Context: an optimization exercise on an open-source flow, tuned for small area and few clock cycles per item. The choices shown serve that exercise and are no tape-out recipe. In this exercise RTL edits were held to simulation tests only and were not proved equivalent to the original. No driver is modelled on the clock port, so clocking that relies on it looks cheaper here than on a real chip. Power and IR drop assume default switching activity.

// indexed_list_store_top
module indexed_list_store_top #(
    parameter int DEPTH = ils_pkg::DEPTH_DEFAULT
) (
    input  wire                                 i_clk,
    input  wire                                 i_rst_n,
    input  wire  [ils_pkg::IN_TDATA_W-1:0]      s_axis_tdata,
    input  wire                                 s_axis_tvalid,
    output logic                                s_axis_tready,
    output logic [ils_pkg::OUT_TDATA_W-1:0]     m_axis_tdata,
    output logic                                m_axis_tvalid,
    input  wire                                 m_axis_tready
);
    localparam int IW = ils_pkg::IDX_W;
    localparam logic [IW-1:0] LAST = IW'(DEPTH - 1);
    function automatic logic [5:0] f_add31(input logic [4:0] x, input logic [4:0] y);
        logic [4:0] g, p, c;
        logic       cin;
        g   = x & y;
        p   = x ^ y;
        cin = g[4] | (p[4] & g[3]) | (p[4] & p[3] & g[2]) | (p[4] & p[3] & p[2] & g[1]) |
              (p[4] & p[3] & p[2] & p[1] & g[0]) | (&p);
        c[0] = cin;
        c[1] = g[0] | (p[0] & cin);
        c[2] = g[1] | (p[1] & g[0]) | (p[1] & p[0] & cin);
        c[3] = g[2] | (p[2] & g[1]) | (p[2] & p[1] & g[0]) | (p[2] & p[1] & p[0] & cin);
        c[4] = g[3] | (p[3] & g[2]) | (p[3] & p[2] & g[1]) | (p[3] & p[2] & p[1] & g[0]) |
               (p[3] & p[2] & p[1] & p[0] & cin);
        f_add31 = {cin, p ^ c};
    endfunction
    logic [ils_pkg::CMD_W-1:0]  w_cmd;
    logic [ils_pkg::POS_W-1:0]  w_pos;
    logic [ils_pkg::WORD_W-1:0] w_val;
    logic                       w_exec;      
    assign w_exec   = s_axis_tvalid && s_axis_tready;
    assign w_cmd    = s_axis_tdata[2:0];
    assign w_pos    = s_axis_tdata[7:3];
  ...
Settings: LEC_CHECK=0, CAP_MARGIN=20, CORE_MARGIN=2, CORE_UTILIZATION=55, GPL_TIMING_DRIVEN=1, SETUP_SLACK_MARGIN=0.25, SLEW_MARGIN=20, SYNTH_HIERARCHICAL=1, SYNTH_MINIMUM_KEEP_SIZE=0; clock period 5.5 ns.
standard.sh (not shown) runs the stock make flow with config.mk's settings and CLKGATE_MAP_FILE= SYNTH_SCRIPT=/design/flow/synth_recipe.tcl, a recipe that flattens the netlist after the stock synthesis.
==> flow/flow/run.sh <==
#!/bin/bash
# Layout flow: the standard synthesis, then the standard ORFS steps with
# a few settings changed (see the make variables below). Each step's full
# output goes to a log file in the work folder.
set -euo pipefail
W=$(pwd)
F=$W/flow
TARGET=${OWN_TARGET:-finish}

# The standard synthesis, unchanged.
bash standard.sh synth > "$W/log_1_synth.txt" 2>&1

# Floorplan to final layout.
#  REMOVE_ABC_BUFFERS: drop the buffers that synthesis put on high-fanout
#    nets; repair_design buffers them again from the placement.
#  BUFFER_PORTS_ARGS: every port still gets a buffer, a plain buf_2.
#  CTS_ARGS: leaf clusters of up to 28 flip-flops on clkbuf_16, no dummy loads.
#  POST_RESIZE_TCL (post_resize.tcl): after repair_design, shrink buffers and
#    gates that are larger than their loads and timing need (downsize.tcl).
#  POST_CTS_TCL (post_cts.tcl): upsize clock buffers whose flip-flops see a
#    clock slew above OWN_CLK_SLEW_PS, then shrink logic again.
bash standard.sh \
  REMOVE_ABC_BUFFERS=1 \
  BUFFER_PORTS_ARGS="-buffer_cell sky130_fd_sc_hd__buf_2" \
  CTS_ARGS="${OWN_CTS_ARGS:--sink_clustering_enable -repair_clock_nets -dont_use_dummy_load -buf_list sky130_fd_sc_hd__clkbuf_16 -sink_clustering_size 28 -sink_clustering_max_diameter 100}" \
  OWN_FLOW_DIR="$F" OWN_CLK_SLEW_PS=100 POST_RESIZE_TCL="$F/post_resize.tcl" POST_CTS_TCL="$F/post_cts.tcl" \
  "$TARGET" > "$W/log_2_layout.txt" 2>&1
Other scripts of this flow, unchanged in this note and not shown: flow/flow/downsize.tcl, flow/flow/post_cts.tcl, flow/flow/post_resize.tcl
The baseline completed with no timing, DRC or antenna violations.
Testbench counts at the start, summed over its fixed seeds: cycles 24,008, items 24,000.
Next try:
--- a/flow/flow/run.sh
+++ b/flow/flow/run.sh
@@ -17 +17 @@
-#  CTS_ARGS: leaf clusters of up to 28 flip-flops on clkbuf_16, no dummy loads.
+#  CTS_ARGS: leaf clusters of up to 30 flip-flops on clkbuf_16, no dummy loads.
@@ -25 +25 @@
-  CTS_ARGS="${OWN_CTS_ARGS:--sink_clustering_enable -repair_clock_nets -dont_use_dummy_load -buf_list sky130_fd_sc_hd__clkbuf_16 -sink_clustering_size 28 -sink_clustering_max_diameter 100}" \
+  CTS_ARGS="${OWN_CTS_ARGS:--sink_clustering_enable -repair_clock_nets -dont_use_dummy_load -buf_list sky130_fd_sc_hd__clkbuf_16 -sink_clustering_size 30 -sink_clustering_max_diameter 100}" \
Outcome: Area after synthesis does not change; design area hardly moves; routed wire length stays flat; clock skew drops by 0.0067 ns; total power drops by 0.54%; final cell count is unchanged; clock power drops by about 2%; synthesized cell count stays the same; fmax drops by about 0.34%; die area stays the same; sequential share of layout area barely changes.

* * *

Another version of the RTL of indexed_list_store_top (not shown whole).
Size: ~3400 cells after synthesis, ~1000 flip-flops, roughly 86 I/O pins, ~42000 um^2 of cells after synthesis.
## indexed_list_store_top
module indexed_list_store_top #(
    parameter int DEPTH = ils_pkg::DEPTH_DEFAULT
) (
    input  wire                                 i_clk,
    input  wire                                 i_rst_n,
    input  wire  [ils_pkg::IN_TDATA_W-1:0]      s_axis_tdata,
    input  wire                                 s_axis_tvalid,
    output logic                                s_axis_tready,
    output logic [ils_pkg::OUT_TDATA_W-1:0]     m_axis_tdata,
    output logic                                m_axis_tvalid,
    input  wire                                 m_axis_tready
);
    localparam int IW = ils_pkg::IDX_W;
    localparam logic [IW-1:0] LAST = IW'(DEPTH - 1);
    function automatic logic [5:0] f_add31(input logic [4:0] x, input logic [4:0] y);
        logic [4:0] g, p, c;
        logic       cin;
        g   = x & y;
        p   = x ^ y;
        cin = g[4] | (p[4] & g[3]) | (p[4] & p[3] & g[2]) | (p[4] & p[3] & p[2] & g[1]) |
              (p[4] & p[3] & p[2] & p[1] & g[0]) | (&p);
        c[0] = cin;
        c[1] = g[0] | (p[0] & cin);
        c[2] = g[1] | (p[1] & g[0]) | (p[1] & p[0] & cin);
        c[3] = g[2] | (p[2] & g[1]) | (p[2] & p[1] & g[0]) | (p[2] & p[1] & p[0] & cin);
        c[4] = g[3] | (p[3] & g[2]) | (p[3] & p[2] & g[1]) | (p[3] & p[2] & p[1] & g[0]) |
               (p[3] & p[2] & p[1] & p[0] & cin);
        f_add31 = {cin, p ^ c};
    endfunction
    logic [ils_pkg::CMD_W-1:0]  w_cmd;
    logic [ils_pkg::POS_W-1:0]  w_pos;
    logic [ils_pkg::WORD_W-1:0] w_val;
    logic                       w_exec;      
    assign w_exec   = s_axis_tvalid && s_axis_tready;
    assign w_cmd    = s_axis_tdata[2:0];
    assign w_pos    = s_axis_tdata[7:3];
    assign w_val    = s_axis_tdata[39:8];
    logic [IW-1:0]              r_len;
    logic [IW-1:0]              r_head;
    logic                       r_out_valid;
  ...
export LEC_CHECK = 0
export CAP_MARGIN = 20
export CORE_MARGIN = 2
export CORE_UTILIZATION = 55
export GPL_TIMING_DRIVEN = 1
export SETUP_SLACK_MARGIN = 0.25
export SLEW_MARGIN = 20
export SYNTH_HIERARCHICAL = 1
export SYNTH_MINIMUM_KEEP_SIZE = 0
create_clock -name core_clock -period 5.5 [get_ports {i_clk}]
==> flow/flow/run.sh <==
#!/bin/bash
# Layout flow: the standard synthesis, then the standard ORFS steps with
# a few settings changed (see the make variables below). Each step's full
# output goes to a log file in the work folder.
set -euo pipefail
W=$(pwd)
F=$W/flow
TARGET=${OWN_TARGET:-finish}

# The standard synthesis, unchanged.
bash standard.sh synth > "$W/log_1_synth.txt" 2>&1

# Floorplan to final layout.
#  REMOVE_ABC_BUFFERS: drop the buffers that synthesis put on high-fanout
#    nets; repair_design buffers them again from the placement.
#  BUFFER_PORTS_ARGS: every port still gets a buffer, a plain buf_2.
#  CTS_ARGS: leaf clusters of up to 25 flip-flops on clkbuf_16, no dummy loads.
#  POST_RESIZE_TCL (post_resize.tcl): after repair_design, shrink buffers and
#    gates that are larger than their loads and timing need (downsize.tcl).
#  POST_CTS_TCL (post_cts.tcl): upsize clock buffers whose flip-flops see a
#    clock slew above OWN_CLK_SLEW_PS, then shrink logic again.
bash standard.sh \
  REMOVE_ABC_BUFFERS=1 \
  BUFFER_PORTS_ARGS="-buffer_cell sky130_fd_sc_hd__buf_2" \
  CTS_ARGS="${OWN_CTS_ARGS:--sink_clustering_enable -repair_clock_nets -dont_use_dummy_load -buf_list sky130_fd_sc_hd__clkbuf_16 -sink_clustering_size 25 -sink_clustering_max_diameter 90}" \
  OWN_FLOW_DIR="$F" OWN_CLK_SLEW_PS=100 POST_RESIZE_TCL="$F/post_resize.tcl" POST_CTS_TCL="$F/post_cts.tcl" \
  "$TARGET" > "$W/log_2_layout.txt" 2>&1
Other scripts of this flow, unchanged in this note and not shown: flow/flow/downsize.tcl, flow/flow/post_cts.tcl, flow/flow/post_resize.tcl
The starting point completed without violations.
Testbench counts at the start, summed over its fixed seeds: cycles 24,008, items 24,000.
Then changed:
==> flow/flow/run.sh (replaced) <==
#!/bin/bash
# Layout flow: the standard synthesis, then the standard ORFS steps with
# a few settings changed (see the make variables below). Each step's full
# output goes to a log file in the work folder.
set -euo pipefail
W=$(pwd)
F=$W/flow
TARGET=${OWN_TARGET:-finish}

# The standard synthesis, unchanged.
bash standard.sh synth > "$W/log_1_synth.txt" 2>&1

# Floorplan to final layout.
#  REMOVE_ABC_BUFFERS: drop the buffers that synthesis put on high-fanout
#    nets; repair_design buffers them again from the placement.
#  BUFFER_PORTS_ARGS: every port still gets a buffer, a plain buf_2.
#  CTS_ARGS: leaf clusters of up to 30 flip-flops on clkbuf_16, no dummy loads.
bash standard.sh \
  REMOVE_ABC_BUFFERS=1 \
  BUFFER_PORTS_ARGS="-buffer_cell sky130_fd_sc_hd__buf_2" \
  CTS_ARGS="${OWN_CTS_ARGS:--sink_clustering_enable -repair_clock_nets -dont_use_dummy_load -buf_list sky130_fd_sc_hd__clkbuf_8 -sink_clustering_size 20 -sink_clustering_max_diameter 80}" \
  OWN_FLOW_DIR="$F" OWN_CLK_SLEW_PS=100 POST_RESIZE_TCL="$F/post_resize.tcl" POST_CTS_TCL="$F/post_cts.tcl" \
  "$TARGET" > "$W/log_2_layout.txt" 2>&1
GPL_TIMING_DRIVEN = 0   (was 1)
Outcome: The new run completed with no timing, DRC or antenna violations. Die area does not change. Power came out higher by a few percent. Routed wire length went up by a little under a tenth. Count of clock-buffer cells in the layout went up by 11. First-iteration DRC count fell by a few percent. Area after synthesis does not change. Critical path depth does not change. Fmax is lower by a few percent. Worst setup slack loses 0.14 ns. Final area rises by a few percent.
Then changed:
--- a/flow/flow/run.sh
+++ b/flow/flow/run.sh
@@ -16,3 +16,3 @@
 #  BUFFER_PORTS_ARGS: every port still gets a buffer, a plain buf_2.
-#  CTS_ARGS: leaf clusters of up to 30 flip-flops on clkbuf_16, no dummy loads.
+#  CTS_ARGS: leaf clusters of up to 25 flip-flops on clkbuf_16, no dummy loads.
 bash standard.sh \
@@ -20,3 +20,3 @@
   BUFFER_PORTS_ARGS="-buffer_cell sky130_fd_sc_hd__buf_2" \
-  CTS_ARGS="${OWN_CTS_ARGS:--sink_clustering_enable -repair_clock_nets -dont_use_dummy_load -buf_list sky130_fd_sc_hd__clkbuf_8 -sink_clustering_size 20 -sink_clustering_max_diameter 80}" \
+  CTS_ARGS="${OWN_CTS_ARGS:--sink_clustering_enable -repair_clock_nets -dont_use_dummy_load -buf_list sky130_fd_sc_hd__clkbuf_16 -sink_clustering_size 25 -sink_clustering_max_diameter 90}" \
   OWN_FLOW_DIR="$F" OWN_CLK_SLEW_PS=100 POST_RESIZE_TCL="$F/post_resize.tcl" POST_CTS_TCL="$F/post_cts.tcl" \
=> The new run ran to the end with no violations. Power decreases by 2.2%. Clock skew decreases by 0.024 ns. Via count hardly moves. First-iteration DRC count decreases by 1.3%. Combinational power barely changes. Synthesized area stays the same. Setup slack is better by 0.040 ns. Sequential power stays flat. Non-clock buffer count increases by 6.

==> re-timing with driven ports <==
How much do the figures lean on ideal ports? The routed layouts below were timed once more, with nothing changed but the port constraints. Step 1 (the two cells are an assumption about what drives the block):
set clk [get_ports {i_clk}]
set_driving_cell -lib_cell sky130_fd_sc_hd__clkbuf_16 $clk
set_driving_cell -lib_cell sky130_fd_sc_hd__buf_2 [delete_from_list [all_inputs] $clk]
Step 2, shift: input delay + t, output delay - t, t = (earliest + latest rising clock arrival at the registers) / 2. This alone moves slack from input paths to output paths. Slacks: ideal ports / drivers / drivers and shift; pairs: ideal ports / drivers.
| run | t, ns | slack for setup (ns) | worst setup path after step 2 | latest minus earliest clock arrival (ns) | worst slew at a driven data input, ns |
|---|---|---|---|---|---|
| the first run of note 1 | 0.665 | 0.340 / 0.269 / -0.199 | input to register | 0.103 / 0.103 | 0.06 |
| the second run of note 1 | 0.665 | 0.323 / 0.252 / -0.247 | input to register | 0.096 / 0.096 | 0.06 |
| the first run of note 2 | 0.672 | 0.253 / 0.186 / 0.001 | input to register | 0.072 / 0.072 | 0.05 |
| the second run of note 2 | 0.697 | 0.113 / 0.041 / -0.232 | input to register | 0.093 / 0.093 | 0.04 |
| the third run of note 2 | 0.691 | 0.154 / 0.079 / -0.323 | input to register | 0.051 / 0.051 | 0.04 |
With both steps, setup timing fails in the first run of note 1, the second run of note 1, the second run of note 2 and the third run of note 2, where it was met with ideal ports. For the second run of note 1, which loses most, drivers alone change the setup slack by -0.071 ns; drivers and shift together by -0.570 ns.
